What follows belongs to an exercise in optimizing a design on an open flow for a short achievable clock period and few clock cycles per item; a production flow would make more cautious choices. Function was checked by simulation only, so behaviour that the tests miss may differ from the original.

==> wip/zinc: inputs <==
Design ohlc_bar_aggregator_top, start of the top module:
module ohlc_bar_aggregator_top #(
  parameter int unsigned MAX_GAP_BARS = MAX_GAP_BARS_DEF
) (
  input  wire logic                  clk_i,
  input  wire logic                  rst_ni,
  input  wire logic                  trade_valid_i,
  output logic                       trade_ready_o,
  input  wire logic [TIME_W-1:0]     trade_time_i,
  input  wire logic [PRICE_W-1:0]    trade_price_i,
  input  wire logic                  trade_end_of_batch_i,
  output logic                       bar_valid_o,
  input  wire logic                  bar_ready_i,
  output logic [TIME_W-1:0]          bar_time_o,
  output logic [PRICE_W-1:0]         bar_open_o,
  output logic [PRICE_W-1:0]         bar_high_o,
  output logic [PRICE_W-1:0]         bar_low_o,
  output logic [PRICE_W-1:0]         bar_close_o,
  output logic [1:0]                 bar_kind_o,
  output logic                       bar_gaps_dropped_o,
  output logic                       bar_last_result_o,
  input  wire logic                  psel,
  input  wire logic                  penable,
  input  wire logic                  pwrite,
  input  wire logic [APB_ADDR_W-1:0] paddr,
  input  wire logic [APB_DATA_W-1:0] pwdata,
  output logic [APB_DATA_W-1:0]      prdata,
  output logic                       pready
);
==> flow/config.mk <==
export PLATFORM = sky130hd
export DESIGN_NAME = ohlc_bar_aggregator_top
export DESIGN_NICKNAME = ohlc_bar_aggregator_top
export VERILOG_FILES = /design/flow/design.v
export SDC_FILE = /design/flow/constraint.sdc
export NUM_CORES = 4
export LEC_CHECK = 0
export ABC_CLOCK_PERIOD_IN_PS = 3000
export CAP_MARGIN = 20
export CORE_MARGIN = 2
export CORE_UTILIZATION = 40
export PLACE_DENSITY = 0.6
export SETUP_SLACK_MARGIN = 3
export SLEW_MARGIN = 20
==> flow/constraint.sdc <==
create_clock -name core_clock -period 7.0 [get_ports {clk_i}]
set_input_delay 1.4000 -clock core_clock [delete_from_list [all_inputs] [get_ports {clk_i}]]
set_output_delay 1.4000 -clock core_clock [all_outputs]
set_load 0.01 [all_outputs]
run.sh (not shown) runs the stock make flow with config.mk's settings and CLKGATE_MAP_FILE= SYNTH_SCRIPT=/design/flow/synth_recipe.tcl, a recipe that flattens the netlist after the stock synthesis.
==> wip/onyx: changes against wip/zinc <==
--- a/flow/design.v
+++ b/flow/design.v
@@ -17,66 +17,59 @@
     logic               bar_norm;    
     logic [TIME_W-1:0]  bar_time;
     logic [PRICE_W-1:0] bar_o;
     logic [PRICE_W-1:0] bar_h;
     logic [PRICE_W-1:0] bar_l;
     logic [PRICE_W-1:0] bar_c;
     logic               last;        
     logic [4:0]         nbm1;        
-    logic [4:0]         g_cnt;       
     logic               g_trunc;     
     logic [TIME_W-1:0]  g_time;      
-    logic [TIME_W-1:0]  g_time2;     
-    logic [PRICE_W-1:0] g_price;
   } entry_t;
-  localparam int unsigned ENTRY_W = 310;    
+  localparam int unsigned ENTRY_W = 233;    
 endpackage
 `default_nettype wire
 `default_nettype none
 import ohlc_pkg::*;
 module ohlc_div (
   input  wire logic              clk_i,
   input  wire logic              rst_ni,
   input  wire logic              start_i,
   input  wire logic [END_W-1:0]  dm1_i,
   input  wire logic [END_W-1:0]  tw_i,      
   input  wire logic [BW_W-1:0]   w_i,
-  input  wire logic [MUL_W-1:0]  w3_i,      
   output logic                   done_o,    
   output logic [END_W-1:0]       end_o
 );
   localparam int unsigned RW = 36;
   typedef enum logic [2:0] {
     S_IDLE  = 3'd0,
     S_NORM1 = 3'd1,
     S_NORM2 = 3'd2,
     S_ITER  = 3'd3,
     S_FIN   = 3'd4
   } st_e;
   st_e               st_q;
   logic [RW-1:0]     r_q;
   logic [RW-1:0]     ws1_q;     
-  logic [RW-1:0]     ws3_q;     
   logic [5:0]        sh_q;
-  logic [4:0]        cnt_q;
+  logic [5:0]        cnt_q;
   logic [END_W-1:0]  twm1_q;    
   function automatic logic [5:0] lzc(input logic [RW-1:0] v);
     lzc = 6'(RW);
     for (int i = 0; i < RW; i++) begin
       if (v[i]) lzc = 6'(RW - 1 - i);
     end
   endfunction
   logic [5:0]    sh;
-  logic [RW-1:0] d1, d2, d3;
+  logic [RW-1:0] d1;
   always_comb begin
     sh  = lzc(RW'(w_i)) - lzc(r_q);
     d1  = r_q - ws1_q;
-    d2  = r_q - {ws1_q[RW-2:0], 1'b0};
-    d3  = r_q - ws3_q;
   end
   always_ff @(posedge clk_i or negedge rst_ni) begin
     if (!rst_ni) begin
       st_q <= S_IDLE;
     end else begin
       case (st_q)
         S_IDLE:  if (start_i) st_q <= S_NORM1;
         S_NORM1: st_q <= S_NORM2;
@@ -88,42 +81,38 @@
   end
   always_ff @(posedge clk_i) begin
     case (st_q)
       S_IDLE: begin
         r_q    <= RW'(dm1_i);
         twm1_q <= tw_i - END_W'(1);
       end
       S_NORM1: begin
-        sh_q <= sh + 6'(sh[0]);
+        sh_q <= sh;
       end
       S_NORM2: begin
-        ws1_q <= RW'(w_i)  << sh_q;
-        ws3_q <= RW'(w3_i) << sh_q;
-        cnt_q <= 5'(sh_q >> 1);
+        ws1_q <= RW'(w_i) << sh_q;
+        cnt_q <= sh_q;
       end
       S_ITER: begin
-        if (!d3[RW-1])      r_q <= d3;
-        else if (!d2[RW-1]) r_q <= d2;
-        else if (!d1[RW-1]) r_q <= d1;
-        ws1_q <= ws1_q >> 2;
-        ws3_q <= ws3_q >> 2;
-        cnt_q <= cnt_q - 5'd1;
+        if (!d1[RW-1]) r_q <= d1;
+        ws1_q <= ws1_q >> 1;
+        cnt_q <= cnt_q - 6'd1;
       end
       default: ;
     endcase
   end
   assign done_o = (st_q == S_FIN);
   assign end_o  = twm1_q - END_W'(r_q);
 endmodule
 `default_nettype wire
 `default_nettype none
 import ohlc_pkg::*;
 module ohlc_ctrl #(
-  parameter int unsigned DEPTH = 8
+  parameter int unsigned DEPTH = 16
 ) (
   input  wire logic              clk_i,
   input  wire logic              rst_ni,
   input  wire logic [BW_W-1:0]   w_i,
   input  wire logic [1:0]        push_i,
   input  ohlc_pkg::entry_t       entry1_i,
   input  ohlc_pkg::entry_t       entry2_i,
   output logic                   room_o,
@@ -192,33 +181,33 @@
   end
   always_ff @(posedge clk_i) begin
     for (int i = 0; i < DEPTH; i++) begin
       if (room_q && wsel_q[i])                   mem_q[i] <= entry1_i;
       if (room_q && wsel_q[(i + DEPTH - 1) % DEPTH]) mem_q[i] <= entry2_i;
     end
     if (fire) begin
       if (is_bar)     gt_q <= hd.g_time;
-      else if (first) gt_q <= hd.g_time2;
+      else if (first) gt_q <= hd.bar_time;
       else            gt_q <= gt_q + TIME_W'(w_i);
       bar_dropped_o <= pend_q;
       bar_last_o    <= done && hd.last;
       if (is_bar) begin
         bar_time_o  <= hd.bar_time;
         bar_open_o  <= hd.bar_o;
         bar_high_o  <= hd.bar_h;
         bar_low_o   <= hd.bar_l;
         bar_close_o <= hd.bar_c;
         bar_kind_o  <= hd.bar_norm ? 2'd1 : 2'd0;
       end else begin
         bar_time_o  <= first ? hd.g_time : gt_q;
-        bar_open_o  <= hd.g_price;
-        bar_high_o  <= hd.g_price;
-        bar_low_o   <= hd.g_price;
-        bar_close_o <= hd.g_price;
+        bar_open_o  <= hd.bar_c;
+        bar_high_o  <= hd.bar_c;
+        bar_low_o   <= hd.bar_c;
+        bar_close_o <= hd.bar_c;
         bar_kind_o  <= 2'd2;
       end
     end
   end
   assign out_valid_o = valid_q;
 endmodule
 `default_nettype wire
 `default_nettype none
@@ -249,109 +238,142 @@
   logic [NFINE:0]       r_s_q;        
   logic                 r_prev_q;     
   logic                 r_prst_q;     
   logic                 r_hx_q, r_hy_q;    
   logic                 r_lx_q, r_ly_q;    
   logic                 open_q;
   logic                 filled_q;
   logic                 busy_q;
+  logic                 redo_q;       
+  logic                 eonly_q;      
+  logic [1:0]           rnd_q;        
   logic [END_W-1:0]     end_q;
   logic [PRICE_W-1:0]   o_q, h_q, l_q, px_q;
   logic [TIME_W-1:0]    t_q, tw_q;           
   logic [TIME_W-1:0]    t2w_q;               
   logic [TIME_W-1:0]    key_q, kw_q;         
   logic [TIME_W-1:0]    k2w_q;               
   logic                 go;
+  logic                 goe;
+  logic                 adv;
+  logic                 divs;
+  logic                 consume;
   logic                 load;
+  logic [TIME_W-1:0]    ct;
+  logic [NFINE:1]       sele;
   logic [NWIN:0]        cmp;
   logic [NFINE:0]       c;
-  logic [NFINE:1][END_W-1:0] cand;
   logic [NFINE:1]       sel;
   logic [END_W-1:0]     end_fine;
   logic                 crs;
   logic                 far;
   logic                 slow;
   logic                 a_crs;
   logic [4:0]           hm1;
-  logic [4:0]           shown;
   logic                 trunc;
   logic                 restart;
   logic                 hi_up, lo_dn;
   logic [PRICE_W-1:0]   o_n, h_n, l_n;
   logic                 div_done;
   logic [END_W-1:0]     div_end;
-  assign go        = r_v_q && !busy_q && q_room_i;
-  assign load      = (!r_v_q || go) && !(go && slow) && !busy_q;
+  localparam logic [1:0] MAXR = 2'd2;
+  assign go        = r_v_q && !busy_q && !redo_q && !eonly_q && q_room_i;
+  assign goe       = r_v_q && eonly_q && !redo_q && !busy_q;
+  assign adv       = (go && slow) || (goe && far && (rnd_q != MAXR));
+  assign divs      = goe && far && (rnd_q == MAXR);
+  assign consume   = (go && !slow) || (goe && !far) || divs;
+  assign load      = (!r_v_q || consume) && !busy_q && !divs;
   assign in_take_o = load;
-  logic [SW-1:0]           a, b;
-  logic [NWIN:1][SW-1:0]   d, sm, cy, tot;
-  logic [END_W-1:0] cref;    
+  localparam int unsigned LO = MUL_W;
+  localparam int unsigned LW = LO + 2;
+  logic [LW-1:0]           a, b;
+  logic [NWIN:0][LW-1:0]   d, sm, cy, ls;
+  logic [END_W-LO:0]       dhi;
+  logic                    hi_ge2, hi_eq1, hi_eq0;
   always_comb begin
-    cref = open_q ? end_q : r_tw_q;
-    cmp[0] = {1'b0, in_time_i} > cref;
-    for (int i = 1; i <= NWIN; i++) begin
-      a   = {3'b000, in_time_i};
-      b   = ~{2'b00, cref};
-      d[i]   = ~{{(SW-MUL_W){1'b0}}, mul_i[i]};
+    ct     = redo_q ? r_t_q : in_time_i;
+    dhi    = {2'b00, ct[TIME_W-1:LO]} - {1'b0, end_q[END_W-1:LO]};
+    hi_eq0 = (dhi == '0);
+    hi_eq1 = (dhi == (END_W-LO+1)'(1));
+    hi_ge2 = !dhi[END_W-LO] && !hi_eq0 && !hi_eq1;
+    a = {2'b00, ct[LO-1:0]};
+    b = ~{2'b00, end_q[LO-1:0]};
+    for (int i = 0; i <= NWIN; i++) begin
+      d[i]   = (i == 0) ? '1 : ~{2'b00, mul_i[(i == 0) ? 1 : i]};
       sm[i]  = a ^ b ^ d[i];
       cy[i]  = (a & b) | (a & d[i]) | (b & d[i]);
-      tot[i] = sm[i] + {cy[i][SW-2:0], 1'b1};
-      cmp[i] = !tot[i][SW-1];
+      ls[i]  = sm[i] + {cy[i][LW-2:0], 1'b1};
+      cmp[i] = hi_ge2 || (hi_eq1 && !(ls[i][LW-1] && !ls[i][LW-2])) ||
+               (hi_eq0 && !ls[i][LW-1]);
     end
   end
   always_ff @(posedge clk_i or negedge rst_ni) begin
     if (!rst_ni) begin
       r_v_q     <= 1'b0;
     end else if (load) begin
       r_v_q     <= in_valid_i;
-    end else if (go) begin
+    end else if (consume) begin
       r_v_q     <= 1'b0;
     end
   end
   always_ff @(posedge clk_i) begin
     if (load) begin
       r_t_q    <= in_time_i;
       r_p_q    <= in_price_i;
       r_eob_q  <= in_eob_i;
       r_tw_q   <= {1'b0, in_time_i} + END_W'(w_i);
       r_t2w_q  <= in_time_i + TIME_W'({w_i, 1'b0});
       r_prev_q <= go;
       r_prst_q <= restart;
-      r_s_q    <= (go && crs && !far) ? {sel, 1'b0} : (NFINE+1)'(1);
+      r_s_q    <= ((go && crs) || goe) ? {sele, 1'b0} : (NFINE+1)'(1);
       r_c_q    <= cmp;
       r_hx_q   <= in_price_i > r_p_q;
       r_hy_q   <= in_price_i > h_q;
       r_lx_q   <= in_price_i < r_p_q;
       r_ly_q   <= in_price_i < l_q;
+    end else if (redo_q) begin
+      r_s_q    <= (NFINE+1)'(1);
+      r_c_q    <= cmp;
     end
   end
+  localparam int unsigned CL = 22;
+  logic [NFINE:1][CL:0]    clo;
+  logic [END_W-1:CL]       ehi1;
+  logic                    csel;
   always_comb begin
     for (int j = 0; j <= NFINE; j++) begin
       c[j] = 1'b0;
       for (int s = 0; s <= NFINE; s++) c[j] = c[j] | (r_s_q[s] && r_c_q[s + j]);
     end
-    for (int k = 1; k <= NFINE; k++) cand[k] = end_q + END_W'(mul_i[k]);
+    ehi1 = end_q[END_W-1:CL] + (END_W-CL)'(1);
+    for (int k = 1; k <= NFINE; k++) begin
+      clo[k]  = {1'b0, end_q[CL-1:0]} + (CL+1)'(mul_i[k]);
+    end
     sel[1] = !c[1];
     for (int k = 2; k <= NFINE; k++) sel[k] = c[k-1] && !c[k];
+    sele = sel;
+    sele[NFINE] = c[NFINE-1];
     end_fine = '0;
-    for (int k = 1; k <= NFINE; k++) end_fine = end_fine | (sel[k] ? cand[k] : '0);
+    csel     = 1'b0;
+    for (int k = 1; k <= NFINE; k++) begin
+      end_fine[CL-1:0] = end_fine[CL-1:0] | (sele[k] ? clo[k][CL-1:0] : '0);
+      csel             = csel | (sele[k] && clo[k][CL]);
+    end
+    end_fine[END_W-1:CL] = csel ? ehi1 : end_q[END_W-1:CL];
     hm1 = '0;
     for (int k = 1; k <= NFINE; k++) hm1 = hm1 | (sel[k] ? 5'(k - 1) : 5'd0);
   end
   always_comb begin
     crs      = open_q && c[0];
     far      = c[NFINE];
     slow     = crs && far && !r_eob_q;
     a_crs    = crs && filled_q;
     restart  = !filled_q || crs;
     trunc    = far || (!filled_q && sel[NFINE]);
-    if (!crs)       shown = 5'd0;
-    else if (trunc) shown = 5'd16;
-    else            shown = filled_q ? hm1 : (hm1 + 5'd1);
     if (!r_prev_q) begin
       hi_up = r_hy_q;
       lo_dn = r_ly_q;
     end else if (r_prst_q) begin
       hi_up = r_hx_q;
       lo_dn = r_lx_q;
     end else begin
       hi_up = r_hx_q && r_hy_q;
@@ -366,106 +388,110 @@
     entry1_o.bar_norm = open_q;
     if (!open_q) begin
       entry1_o.bar_time = r_t_q;
       entry1_o.bar_o    = r_p_q;
       entry1_o.bar_h    = r_p_q;
       entry1_o.bar_l    = r_p_q;
       entry1_o.bar_c    = r_p_q;
     end else if (crs) begin
-      entry1_o.bar_time = t_q;
+      entry1_o.bar_time = filled_q ? t_q : k2w_q;
       entry1_o.bar_o    = o_q;
       entry1_o.bar_h    = h_q;
       entry1_o.bar_l    = l_q;
       entry1_o.bar_c    = px_q;
     end else begin
       entry1_o.bar_time = r_t_q;
       entry1_o.bar_o    = o_n;
       entry1_o.bar_h    = h_n;
       entry1_o.bar_l    = l_n;
       entry1_o.bar_c    = r_p_q;
     end
     entry1_o.last    = !(crs && r_eob_q);
-    entry1_o.g_cnt   = shown;
     entry1_o.g_trunc = crs && trunc;
     entry1_o.g_time  = a_crs ? tw_q : kw_q;
-    entry1_o.g_time2 = k2w_q;
     if (!crs)       entry1_o.nbm1 = 5'd0;
     else if (trunc) entry1_o.nbm1 = filled_q ? 5'd16 : 5'd15;
     else            entry1_o.nbm1 = hm1;
-    entry1_o.g_price = px_q;
     entry2_o.bar_v    = 1'b1;
     entry2_o.bar_norm = 1'b1;
     entry2_o.bar_time = r_t_q;
     entry2_o.bar_o    = px_q;
     entry2_o.bar_h    = r_p_q;
     entry2_o.bar_l    = r_p_q;
     entry2_o.bar_c    = r_p_q;
     entry2_o.last     = 1'b1;
-    entry2_o.g_cnt    = '0;
     entry2_o.g_trunc  = 1'b0;
     entry2_o.g_time   = '0;
-    entry2_o.g_time2  = '0;
     entry2_o.nbm1     = '0;
-    entry2_o.g_price  = '0;
     if (!go)                      push_o = 2'd0;
     else if (!open_q)             push_o = 2'd1;
     else if (crs && r_eob_q)      push_o = 2'd2;
     else if (crs || r_eob_q)      push_o = 2'd1;
     else                          push_o = 2'd0;
   end
   always_ff @(posedge clk_i or negedge rst_ni) begin
     if (!rst_ni) begin
       open_q   <= 1'b0;
       filled_q <= 1'b0;
       busy_q   <= 1'b0;
+      redo_q   <= 1'b0;
+      eonly_q  <= 1'b0;
+      rnd_q    <= '0;
     end else begin
       if (go) begin
         open_q   <= !r_eob_q;
         filled_q <= open_q && !r_eob_q;
-        busy_q   <= slow;
-      end else if (div_done) begin
-        busy_q   <= 1'b0;
       end
+      if (divs) busy_q <= 1'b1;
+      else if (div_done) busy_q <= 1'b0;
+      redo_q <= adv;
+      if (redo_q) eonly_q <= 1'b1;
+      else if (consume) eonly_q <= 1'b0;
+      if (go) rnd_q <= '0;
+      else if (goe && adv) rnd_q <= rnd_q + 2'd1;
     end
   end
   always_ff @(posedge clk_i) begin
     if (go) begin
       px_q <= r_p_q;
       t_q  <= r_t_q;
       tw_q  <= r_tw_q[TIME_W-1:0];
       t2w_q <= r_t2w_q;
       if (!open_q) begin
-        end_q <= r_tw_q;
         key_q <= r_t_q;
         kw_q  <= r_tw_q[TIME_W-1:0];
         k2w_q <= r_t2w_q;
       end else begin
-        if (crs && !far) end_q <= end_fine;
+        if (crs) end_q <= end_fine;
         if (a_crs) begin
           key_q <= t_q;
           kw_q  <= tw_q;
           k2w_q <= t2w_q;
         end
         o_q <= o_n;
         h_q <= h_n;
         l_q <= l_n;
       end
+    end else if (goe) begin
+      end_q <= end_fine;
     end else if (div_done) begin
       end_q <= div_end;
     end
+    if (load && (go ? r_eob_q : !open_q)) begin
+      end_q <= {1'b0, in_time_i} + END_W'(w_i);
+    end
   end
   ohlc_div u_div (
     .clk_i   (clk_i),
     .rst_ni  (rst_ni),
-    .start_i (go && slow),
+    .start_i (divs),
     .dm1_i   ({1'b0, r_t_q} - end_q - END_W'(1)),
     .tw_i    (r_tw_q),
     .w_i     (w_i),
-    .w3_i    (mul_i[3]),
     .done_o  (div_done),
     .end_o   (div_end)
   );
 endmodule
 `default_nettype wire
 `default_nettype none
 import ohlc_pkg::*;
 module ohlc_bar_aggregator_top #(
==> notes <==
wip/onyx produced a clean layout. wip/zinc went through all stages and came out clean. Against wip/onyx, the clock-buffer cell count of wip/zinc is lower by 174. Maximum frequency: wip/onyx is lower than wip/zinc (about 6%). Against wip/onyx, the hold slack of wip/zinc is worse by 0.040 ns. Against wip/onyx, the critical path depth of wip/zinc is higher by 1. In wip/onyx the synthesized area is higher than in wip/zinc, by about 24%. Between wip/zinc and wip/onyx, the lower synthesized cell count is in wip/zinc (gap about 16%, measured against wip/onyx). Of wip/onyx and wip/zinc, wip/onyx has the higher sequential share of layout area (gap 4.8 points).
==> figures <==
metric	wip/zinc	wip/onyx
Result of the run	complete, no violations	complete, no violations
Hpwl dp	666,000 um	762,000 um
Global-route wire length before repair	1,390,000 um	1,680,000 um
Register-to-Register Path Depth	18	17
Core occupancy in the finished layout	47.3%	46.4%
Asr flop ratio synth	1.69%	1.55%
Number of inserted filler cells in the final layout	54.3k	67.6k
Slack of the worst reg-to-reg path	2.62 ns	2.35 ns
Gate Count Post-Synth	21.7k	26.0k
Hold Worst Slack	0.260 ns	0.300 ns
Placed cell area	256,000 sq um	316,000 sq um
Routed length per placed instance	32.6 um	32.7 um
Adder-cell share of the synthesized area	14.5%	12.7%
Total area of multi-input combinational cells	132,000 sq um	147,000 sq um
Testbench counts of wip/zinc, summed over its fixed seeds: cycles 6,060, trades 4,696.
Testbench counts of wip/onyx, summed over its fixed seeds: cycles 5,701, trades 4,696.

==> static timing again, ports no longer ideal <==
In the flow no input, the clock included, has a driving cell. The finished layouts below were timed again as built, in two steps.
Step 1: set_driving_cell puts a clkbuf_16 on clk_i and a buf_2 on each other input, an assumption about the parent block.
Step 2, shift: input delay + t, output delay - t, t = (earliest + latest rising clock arrival at the registers) / 2. This alone moves slack from input paths to output paths.
Three values: no drivers, after step 1, after step 2; two values: the first two.
run	t (ns)	slack for setup (ns)	worst setup path after step 2	worst data-port slew with drivers (ns)
wip/zinc	1.206	2.619 / 2.619 / 2.368	input to register	0.24
wip/onyx	1.297	2.345 / 2.345 / 2.345	register to register	0.10
After both steps setup and hold are still met in every run listed. For wip/zinc, which loses most, drivers alone change the setup slack by 0.000 ns; drivers and shift together by -0.251 ns.
